Source: an optimization exercise on an open RTL-to-GDS flow (aim: small area, a short achievable clock period and few clock cycles per item). Production flows keep margins and buffers that such runs may drop. Where RTL was checked, it was by simulation tests only, not by an equivalence proof against the original. No activity file was given, so power comes from the tool's default toggle rates.

==> inputs of trial 36 <==
==> flow/design.v <==
`timescale 1ns/1ps
`default_nettype none
module mcp_top
(
    input  logic        clk,
    input  logic        rst,
    input  logic        start_req,
    output logic        start_ack,
    input  logic        host_we,
    input  logic [5:0]  host_addr,
    input  logic [15:0] host_wdata,
    output logic [15:0] host_rdata
);
    logic [15:0] mem [64];
    logic [15:0] a00, a01, a10, a11, b00, b01, b10, b11;
    logic [15:0] P [8];                     
    logic [15:0] csum [4];                  
    assign a00 = mem[16];
    assign a01 = mem[17];
    assign a10 = mem[18];
    assign a11 = mem[19];
    assign b00 = mem[20];
    assign b01 = mem[21];
    assign b10 = mem[22];
    assign b11 = mem[23];
    logic        job;
    logic [15:0] x [2];
    logic [2:0]  dst [2];
    assign job = host_we & ~rst & (host_addr[5:3] == 3'b010);
    always_comb begin
        if (host_addr[2]) begin
            x[0]   = host_addr[1] ? a01 : a00;
            x[1]   = host_addr[1] ? a11 : a10;
            dst[0] = {1'b0, host_addr[1:0]};
            dst[1] = {1'b1, host_addr[1:0]};
        end else begin
            x[0]   = host_addr[0] ? b10 : b00;
            x[1]   = host_addr[0] ? b11 : b01;
            dst[0] = {host_addr[1:0], 1'b0};
            dst[1] = {host_addr[1:0], 1'b1};
        end
    end
    logic [7:0]  bneg, bone, btwo;
    logic [15:0] bcor;                      
    always_comb begin
        for (int i = 0; i < 8; i++) begin
            logic lo;
            lo      = (i == 0) ? 1'b0 : host_wdata[2*i - 1];
            bneg[i] = host_wdata[2*i + 1];
            bone[i] = host_wdata[2*i] ^ lo;
            btwo[i] = (host_wdata[2*i + 1] & ~host_wdata[2*i] & ~lo)
                    | (~host_wdata[2*i + 1] & host_wdata[2*i] & lo);
        end
        bcor = '0;
        for (int i = 0; i < 8; i++) bcor[2*i] = bneg[i];
    end
    function automatic logic [15:0] maj3(input logic [15:0] a, input logic [15:0] b,
                                         input logic [15:0] c);
        logic [15:0] m;
        m = (a & b) | (a & c) | (b & c);
        maj3 = {m[14:0], 1'b0};
    endfunction
    logic [15:0] s1 [2][6];                 
    logic [15:0] s1_q [2][6];
    logic [2:0]  dst_q [2];
    logic        job_q;
    always_comb begin
        for (int j = 0; j < 2; j++) begin
            logic [15:0] row [9];
            for (int i = 0; i < 8; i++) begin
                logic [15:0] m;
                m = ({16{bone[i]}} & x[j]) | ({16{btwo[i]}} & {x[j][14:0], 1'b0});
                row[i] = (m ^ {16{bneg[i]}}) << (2*i);
            end
            row[8] = bcor;
            for (int g = 0; g < 3; g++) begin
                s1[j][2*g]     = row[3*g] ^ row[3*g + 1] ^ row[3*g + 2];
                s1[j][2*g + 1] = maj3(row[3*g], row[3*g + 1], row[3*g + 2]);
            end
        end
    end
    always_ff @(posedge clk) begin
        job_q <= job;
        for (int j = 0; j < 2; j++) begin
            dst_q[j] <= dst[j];
            for (int i = 0; i < 6; i++) s1_q[j][i] <= s1[j][i];
        end
    end
    logic [15:0] prod [2];
    always_comb begin
        for (int j = 0; j < 2; j++) begin
            logic [15:0] t0, t1, t2, t3, u0, u1, v0, v1;
            t0 = s1_q[j][0] ^ s1_q[j][1] ^ s1_q[j][2];
            t1 = maj3(s1_q[j][0], s1_q[j][1], s1_q[j][2]);
            t2 = s1_q[j][3] ^ s1_q[j][4] ^ s1_q[j][5];
            t3 = maj3(s1_q[j][3], s1_q[j][4], s1_q[j][5]);
            u0 = t0 ^ t1 ^ t2;
            u1 = maj3(t0, t1, t2);
            v0 = u0 ^ u1 ^ t3;
            v1 = maj3(u0, u1, t3);
            prod[j] = v0 + v1;
        end
    end
    always_ff @(posedge clk) begin
        for (int i = 0; i < 8; i++) begin
            if (job_q && dst_q[0] == 3'(i)) begin
                P[i] <= prod[0];
            end else if (job_q && dst_q[1] == 3'(i)) begin
                P[i] <= prod[1];
            end
        end
    end
    assign csum[0] = P[0] + P[2];
    assign csum[1] = P[1] + P[3];
    assign csum[2] = P[4] + P[6];
    assign csum[3] = P[5] + P[7];
    always_ff @(posedge clk) begin
        if (rst) begin
            start_ack <= 1'b0;
        end else begin
            start_ack <= start_req;
        end
    end
    logic [63:0] rsel;
    logic [63:0] wsel;
    logic [15:0] rval [64];
    logic [15:0] rdata;
    always_comb begin
        for (int i = 0; i < 64; i++) begin
            rsel[i] = host_addr == 6'(i);
            wsel[i] = rsel[i] & host_we & ~rst;
            rval[i] = mem[i];
        end
        for (int i = 0; i < 4; i++) begin
            if (start_ack) rval[24 + i] = csum[i];
        end
        rdata = '0;
        for (int i = 0; i < 64; i++) begin
            rdata = rdata | (rval[i] & {16{rsel[i]}});
        end
    end
    always_ff @(posedge clk) begin
        for (int i = 0; i < 64; i++) begin
            if (i >= 24 && i < 28 && start_ack) begin
                mem[i] <= csum[i - 24];
            end else if (wsel[i]) begin
                mem[i] <= host_wdata;
            end
        end
        host_rdata <= rdata;
    end
endmodule
`default_nettype wire
==> flow/run.sh <==
#!/bin/bash
# synth_recipe.tcl (not shown) runs the flow's synth.tcl, then flattens the netlist and writes it again
# the make line also repeats each setting of config.mk as NAME=value (left out here)
make -C /OpenROAD-flow-scripts/flow DESIGN_CONFIG=/design/flow/config.mk WORK_HOME=/design/flow/orfs CLKGATE_MAP_FILE= SYNTH_SCRIPT=/design/flow/synth_recipe.tcl finish
==> flow/config.mk <==
export PLATFORM = sky130hd
export DESIGN_NAME = mcp_top
export DESIGN_NICKNAME = mcp_top
export VERILOG_FILES = /design/flow/design.v
export SDC_FILE = /design/flow/constraint.sdc
export NUM_CORES = 4
export LEC_CHECK = 0
export ABC_CLOCK_PERIOD_IN_PS = 3000
export CAP_MARGIN = 20
export CORE_MARGIN = 2
export CORE_UTILIZATION = 40
export PLACE_DENSITY = 0.6
export SETUP_SLACK_MARGIN = 5
export SLEW_MARGIN = 20
==> flow/constraint.sdc <==
create_clock -name core_clock -period 8.0 [get_ports {clk}]
set_input_delay 1.6000 -clock core_clock [delete_from_list [all_inputs] [get_ports {clk}]]
set_output_delay 1.6000 -clock core_clock [all_outputs]
set_load 0.01 [all_outputs]
==> build 39: changes against trial 36 <==
==> flow/design.v (replaced) <==
`timescale 1ns/1ps
`default_nettype none
module mcp_top
(
    input  logic        clk,
    input  logic        rst,
    input  logic        start_req,
    output logic        start_ack,
    input  logic        host_we,
    input  logic [5:0]  host_addr,
    input  logic [15:0] host_wdata,
    output logic [15:0] host_rdata
);
    logic [15:0] mem [64];
    logic [15:0] a00, a01, a10, a11, b00, b01, b10, b11;
    logic [15:0] P [8];                     
    logic [7:0]  pv;                        
    logic        job_v;                     
    logic [2:0]  job_w;                     
    logic [15:0] mul_a [2];
    logic [15:0] mul_b [2];
    logic [15:0] mul_p [2];
    logic [2:0]  mul_d [2];                 
    logic [15:0] csum [4];                  
    assign a00 = mem[16];
    assign a01 = mem[17];
    assign a10 = mem[18];
    assign a11 = mem[19];
    assign b00 = mem[20];
    assign b01 = mem[21];
    assign b10 = mem[22];
    assign b11 = mem[23];
    always_comb begin
        case (job_w)
            3'b000: begin mul_a[0] = a00; mul_b[0] = b00; mul_a[1] = a00; mul_b[1] = b01; end
            3'b001: begin mul_a[0] = a01; mul_b[0] = b10; mul_a[1] = a01; mul_b[1] = b11; end
            3'b010: begin mul_a[0] = a10; mul_b[0] = b00; mul_a[1] = a10; mul_b[1] = b01; end
            3'b011: begin mul_a[0] = a11; mul_b[0] = b10; mul_a[1] = a11; mul_b[1] = b11; end
            3'b100: begin mul_a[0] = a00; mul_b[0] = b00; mul_a[1] = a10; mul_b[1] = b00; end
            3'b101: begin mul_a[0] = a00; mul_b[0] = b01; mul_a[1] = a10; mul_b[1] = b01; end
            3'b110: begin mul_a[0] = a01; mul_b[0] = b10; mul_a[1] = a11; mul_b[1] = b10; end
            default: begin mul_a[0] = a01; mul_b[0] = b11; mul_a[1] = a11; mul_b[1] = b11; end
        endcase
        for (int j = 0; j < 2; j++) begin
            if (job_w[2]) begin
                mul_d[j] = {j[0], job_w[1], job_w[0]};
            end else begin
                mul_d[j] = {job_w[1], job_w[0], j[0]};
            end
            mul_p[j] = mul_a[j] * mul_b[j];
        end
    end
    always_ff @(posedge clk) begin
        for (int i = 0; i < 8; i++) begin
            if (job_v && mul_d[0] == 3'(i)) begin
                P[i] <= mul_p[0];
            end else if (job_v && mul_d[1] == 3'(i)) begin
                P[i] <= mul_p[1];
            end
        end
    end
    logic [7:0] pv_next;
    logic [3:0] ref_need;                   
    logic       ref_v;
    logic [1:0] ref_w;
    logic       host_job;
    always_comb begin
        pv_next = pv;
        for (int i = 0; i < 8; i++) begin
            if (job_v && (mul_d[0] == 3'(i) || mul_d[1] == 3'(i))) pv_next[i] = 1'b1;
        end
        for (int i = 0; i < 4; i++) begin
            ref_need[i] = ~pv[2*i] | ~pv[2*i + 1];
            if (job_v && job_w == 3'(i)) ref_need[i] = 1'b0;
        end
        ref_v = 1'b0;
        ref_w = 2'd0;
        for (int i = 3; i >= 0; i--) begin
            if (ref_need[i]) begin
                ref_v = 1'b1;
                ref_w = 2'(i);
            end
        end
    end
    assign host_job = host_we && host_addr[5:3] == 3'b010;
    always_ff @(posedge clk) begin
        if (rst) begin
            job_v <= 1'b0;
            pv    <= '0;
        end else begin
            pv <= pv_next;
            if (host_job) begin
                job_v <= 1'b1;
                job_w <= host_addr[2:0];
            end else begin
                job_v <= start_req & ~start_ack & ref_v;
                job_w <= {1'b0, ref_w};
            end
        end
    end
    assign csum[0] = P[0] + P[2];
    assign csum[1] = P[1] + P[3];
    assign csum[2] = P[4] + P[6];
    assign csum[3] = P[5] + P[7];
    always_ff @(posedge clk) begin
        if (rst) begin
            start_ack <= 1'b0;
        end else begin
            start_ack <= start_req & (start_ack | (&pv_next));
        end
    end
    logic [63:0] rsel;
    logic [63:0] wsel;
    logic [15:0] rval [64];
    logic [15:0] rdata;
    always_comb begin
        for (int i = 0; i < 64; i++) begin
            rsel[i] = host_addr == 6'(i);
            wsel[i] = rsel[i] & host_we & ~rst;
            rval[i] = mem[i];
        end
        for (int i = 0; i < 4; i++) begin
            if (start_ack) rval[24 + i] = csum[i];
        end
        rdata = '0;
        for (int i = 0; i < 64; i++) begin
            rdata = rdata | (rval[i] & {16{rsel[i]}});
        end
    end
    always_ff @(posedge clk) begin
        for (int i = 0; i < 64; i++) begin
            if (i >= 24 && i < 28 && start_ack) begin
                mem[i] <= csum[i - 24];
            end else if (wsel[i]) begin
                mem[i] <= host_wdata;
            end
        end
        host_rdata <= rdata;
    end
endmodule
`default_nettype wire
- ABC_CLOCK_PERIOD_IN_PS: 3000 -> unset
- SETUP_SLACK_MARGIN: 5 -> unset
==> summary of the runs <==
- Between build 39 and trial 36, the lower maximum frequency is in build 39 (gap 51%, measured against trial 36).
- Of build 39 and trial 36, trial 36 has the higher worst setup slack (gap 3800 ps).
- Flip-flop and latch count: trial 36 is higher than build 39 (104).
- Clock skew: build 39 is higher than trial 36 (28 ps).
- Against build 39, the utilization of trial 36 is higher by 7.1 points.
==> figures <==
metric	trial 36	build 39
Run status	no timing/DRC/antenna violations	no timing/DRC/antenna violations
Overall routed net length	266000 microns	229000 microns
Clock network power	6370 uW	5800 uW
Mux cell area share after synthesis	2.18%	1.71%
Count of inserted tapcells	1903	1876
Pin slew with the least headroom to its limit	1140 ps	1250 ps
CTS sink count	1285	1181
Share of final-layout standard cells stronger than drive strength 1	33.6%	13.4%
Filler cell count in the final layout	11400	12600
Number of combinational gates with multiple inputs	2803	2613
Met1 GRT Util	42.7%	40.3%
Testbench counts of build 39, summed over its fixed seeds: cycles 832, runs 64.
The RTL of trial 36 was laid out without a check of its function.

---

==> 02-03: inputs <==
mcp_top, a different RTL version from the one above (not shown whole).
==> flow/config.mk <==
export PLATFORM = sky130hd
export DESIGN_NAME = mcp_top
export DESIGN_NICKNAME = mcp_top
export VERILOG_FILES = /design/flow/design.v
export SDC_FILE = /design/flow/constraint.sdc
export NUM_CORES = 4
export LEC_CHECK = 0
export ABC_AREA = 1
export CAP_MARGIN = 20
export CORE_MARGIN = 2
export CORE_UTILIZATION = 50
export CTS_BUF_LIST = sky130_fd_sc_hd__clkbuf_8
export PLACE_DENSITY = 0.65
export SETUP_SLACK_MARGIN = 4.7
export SLEW_MARGIN = 20
export SYNTH_HIERARCHICAL = 1
export SYNTH_MINIMUM_KEEP_SIZE = 0
export TNS_END_PERCENT = 5
==> flow/constraint.sdc <==
create_clock -name core_clock -period 8.0 [get_ports {clk}]
set_input_delay 1.6000 -clock core_clock [delete_from_list [all_inputs] [get_ports {clk}]]
set_output_delay 1.6000 -clock core_clock [all_outputs]
set_load 0.01 [all_outputs]
run.sh (not shown) runs the stock make flow with config.mk's settings and CLKGATE_MAP_FILE= SYNTH_SCRIPT=/design/flow/synth_recipe.tcl, a recipe that flattens the netlist after the stock synthesis.
==> 12-26 (differences from 02-03) <==
==> flow/design.v (replaced) <==
`timescale 1ns/1ps
`default_nettype none
module mcp_top
(
    input  logic        clk,
    input  logic        rst,
    input  logic        start_req,
    output logic        start_ack,
    input  logic        host_we,
    input  logic [5:0]  host_addr,
    input  logic [15:0] host_wdata,
    output logic [15:0] host_rdata
);
    logic [15:0] mem [64];
    function automatic logic [15:0] csa_s(input logic [15:0] a, input logic [15:0] b,
                                          input logic [15:0] c);
        csa_s = a ^ b ^ c;
    endfunction
    function automatic logic [15:0] csa_c(input logic [15:0] a, input logic [15:0] b,
                                          input logic [15:0] c);
        logic [15:0] m;
        m = (a & b) | (a & c) | (b & c);
        csa_c = {m[14:0], 1'b0};
    endfunction
    logic [15:0] A [4];                     
    logic [15:0] B [4];                     
    logic [15:0] P [8];                     
    logic [15:0] csum [4];                  
    always_comb begin
        for (int i = 0; i < 4; i++) begin
            A[i] = mem[16 + i];
            B[i] = mem[20 + i];
        end
    end
    logic        job;
    logic [15:0] x [2];
    assign job = host_we & ~rst & (host_addr[5:3] == 3'b010);
    always_comb begin
        for (int m = 0; m < 2; m++) begin
            if (host_addr[2]) begin
                x[m] = A[{host_addr[0] ^ m[0], host_addr[1]}];
            end else begin
                x[m] = B[{host_addr[0], host_addr[1] ^ m[0]}];
            end
        end
    end
    logic [7:0] bneg, bone, btwo;
    always_comb begin
        for (int i = 0; i < 8; i++) begin
            logic lo;
            lo      = (i == 0) ? 1'b0 : host_wdata[2*i - 1];
            bneg[i] = host_wdata[2*i + 1];
            bone[i] = host_wdata[2*i] ^ lo;
            btwo[i] = (host_wdata[2*i + 1] & ~host_wdata[2*i] & ~lo)
                    | (~host_wdata[2*i + 1] & host_wdata[2*i] & lo);
        end
    end
    logic [15:0] s1 [2][6];
    logic [15:0] s1_q [2][6];
    logic [2:0]  job_w_q;
    logic        job_q;
    always_comb begin
        for (int m = 0; m < 2; m++) begin
            logic [15:0] row [8];
            for (int i = 0; i < 7; i++) begin
                logic [15:0] mg;
                mg = ({16{bone[i]}} & x[m]) | ({16{btwo[i]}} & {x[m][14:0], 1'b0});
                row[i] = (mg ^ {16{bneg[i]}}) << (2*i);
                if (i > 0) row[i][2*i - 2] = bneg[i - 1];
            end
            begin
                logic [1:0] m7;
                m7 = ({2{bone[7]}} & x[m][1:0]) | ({2{btwo[7]}} & {x[m][0], 1'b0});
                row[7] = '0;
                row[7][14] = m7[0];
                row[7][15] = m7[1] ^ (bneg[7] & m7[0]);
                row[7][12] = bneg[6];
            end
            s1[m][0] = csa_s(row[0], row[1], row[2]);
            s1[m][1] = csa_c(row[0], row[1], row[2]);
            s1[m][2] = csa_s(row[3], row[4], row[5]);
            s1[m][3] = csa_c(row[3], row[4], row[5]);
            s1[m][4] = row[6];
            s1[m][5] = row[7];
        end
    end
    always_ff @(posedge clk) begin
        job_q   <= job;
        job_w_q <= host_addr[2:0];
        for (int m = 0; m < 2; m++) begin
            for (int i = 0; i < 6; i++) s1_q[m][i] <= s1[m][i];
        end
    end
    logic [15:0] prod [2];
    always_comb begin
        for (int m = 0; m < 2; m++) begin
            logic [15:0] t0, t1, t2, t3, u0, u1, v0, v1;
            t0 = csa_s(s1_q[m][0], s1_q[m][1], s1_q[m][2]);
            t1 = csa_c(s1_q[m][0], s1_q[m][1], s1_q[m][2]);
            t2 = csa_s(s1_q[m][3], s1_q[m][4], s1_q[m][5]);
            t3 = csa_c(s1_q[m][3], s1_q[m][4], s1_q[m][5]);
            u0 = csa_s(t0, t1, t2);
            u1 = csa_c(t0, t1, t2);
            v0 = csa_s(u0, u1, t3);
            v1 = csa_c(u0, u1, t3);
            prod[m] = v0 + v1;
        end
    end
    always_ff @(posedge clk) begin
        for (int r = 0; r < 2; r++) begin
            for (int k = 0; k < 2; k++) begin
                for (int c = 0; c < 2; c++) begin
                    if (job_q && (job_w_q[2] ? (job_w_q[1] == k[0] && job_w_q[0] == c[0])
                                             : (job_w_q[1] == r[0] && job_w_q[0] == k[0]))) begin
                        P[4*r + 2*k + c] <= prod[r ^ c];
                    end
                end
            end
        end
    end
    always_comb begin
        for (int r = 0; r < 2; r++) begin
            for (int c = 0; c < 2; c++) begin
                csum[2*r + c] = P[4*r + c] + P[4*r + 2 + c];
            end
        end
    end
    always_ff @(posedge clk) begin
        if (rst) begin
            start_ack <= 1'b0;
        end else begin
            start_ack <= start_req;
        end
    end
    logic [7:0]  lsel, hsel;
    logic [15:0] rval [64];
    logic [15:0] grp [8];
    logic [15:0] rdata;
    always_comb begin
        for (int i = 0; i < 8; i++) begin
            lsel[i] = host_addr[2:0] == 3'(i);
            hsel[i] = host_addr[5:3] == 3'(i);
        end
        for (int i = 0; i < 64; i++) rval[i] = mem[i];
        for (int i = 0; i < 4; i++) begin
            if (start_ack) rval[24 + i] = csum[i];
        end
        rdata = '0;
        for (int g = 0; g < 8; g++) begin
            grp[g] = '0;
            for (int l = 0; l < 8; l++) grp[g] = grp[g] | (rval[8*g + l] & {16{lsel[l]}});
            rdata = rdata | (grp[g] & {16{hsel[g]}});
        end
    end
    always_ff @(posedge clk) begin
        for (int i = 0; i < 64; i++) begin
            if (i >= 24 && i < 28 && start_ack) begin
                mem[i] <= csum[i - 24];
            end else if (host_we && !rst && lsel[i % 8] && hsel[i / 8]) begin
                mem[i] <= host_wdata;
            end
        end
        host_rdata <= rdata;
    end
endmodule
`default_nettype wire
CORE_UTILIZATION = 40   (was 50)
PLACE_DENSITY = 0.6   (was 0.65)
SETUP_SLACK_MARGIN = 4.85   (was 4.7)
SYNTH_HIERARCHICAL = default   (was 1)
SYNTH_MINIMUM_KEEP_SIZE = default   (was 0)
TNS_END_PERCENT = 15   (was 5)
==> impl_metrics.tcl <==
set metrics [dict create \
    met3_usage 0.0464 \
    worst_hold_path.endpoint "P[5][0]$_DFFE_PP_" \
    grt_pass1_vias 38200 \
    cp_max_fo 52 \
    gp_congestion 0.876 \
    p_leak_nw 24.5 \
    cp.required_ps 8800 \
    outcome "no timing/DRC/antenna violations" \
]
-- figures above: 12-26

==> impl_metrics.tcl <==
set metrics [dict create \
    cts_buffers 203 \
    p_leak_nw 25.8 \
    gp_congestion 1.08 \
    cp.required_ps 8840 \
    grt_pass1_vias 41600 \
    cp_max_fo 15 \
    met3_usage 0.135 \
    outcome "no timing/DRC/antenna violations" \
]
-- figures above: 02-03

Testbench counts of 12-26, summed over its fixed seeds: cycles 832, runs 64.
No functional check of the RTL was part of 02-03.

==> re-timing with driven ports <==
The flow's constraints put no driver on any port. The routed layouts listed below were extracted and timed again, unchanged, in two steps.
Step 1 sets driving cells, clkbuf_16 on the clock port and buf_2 on the other inputs (assumed; they add their load-dependent delay and slew).
Step 2 also shifts input and output timing later by t, the mid clock arrival at the registers, as if the neighbouring blocks saw the same clock.
a / b / c = ideal / step 1 / step 2; a / b = the first two.
run	t (ns)	setup WS [ns]	latest minus earliest clock arrival (ns)	slew at the worst register clock pin (ns)
trial 36	0.877	4.327 / 4.327 / 3.483	0.061 / 0.060	0.07 / 0.07
build 39	0.815	0.501 / 0.501 / 0.501	0.076 / 0.076	0.07 / 0.07
02-03	1.014	4.212 / 3.959 / 2.946	0.074 / 0.073	0.07 / 0.07
12-26	1.007	4.487 / 4.465 / 3.488	0.083 / 0.083	0.07 / 0.07
After both steps setup and hold are still met in every run listed. For 02-03, which loses most, drivers alone change the setup slack by -0.253 ns; drivers and shift together by -1.266 ns.
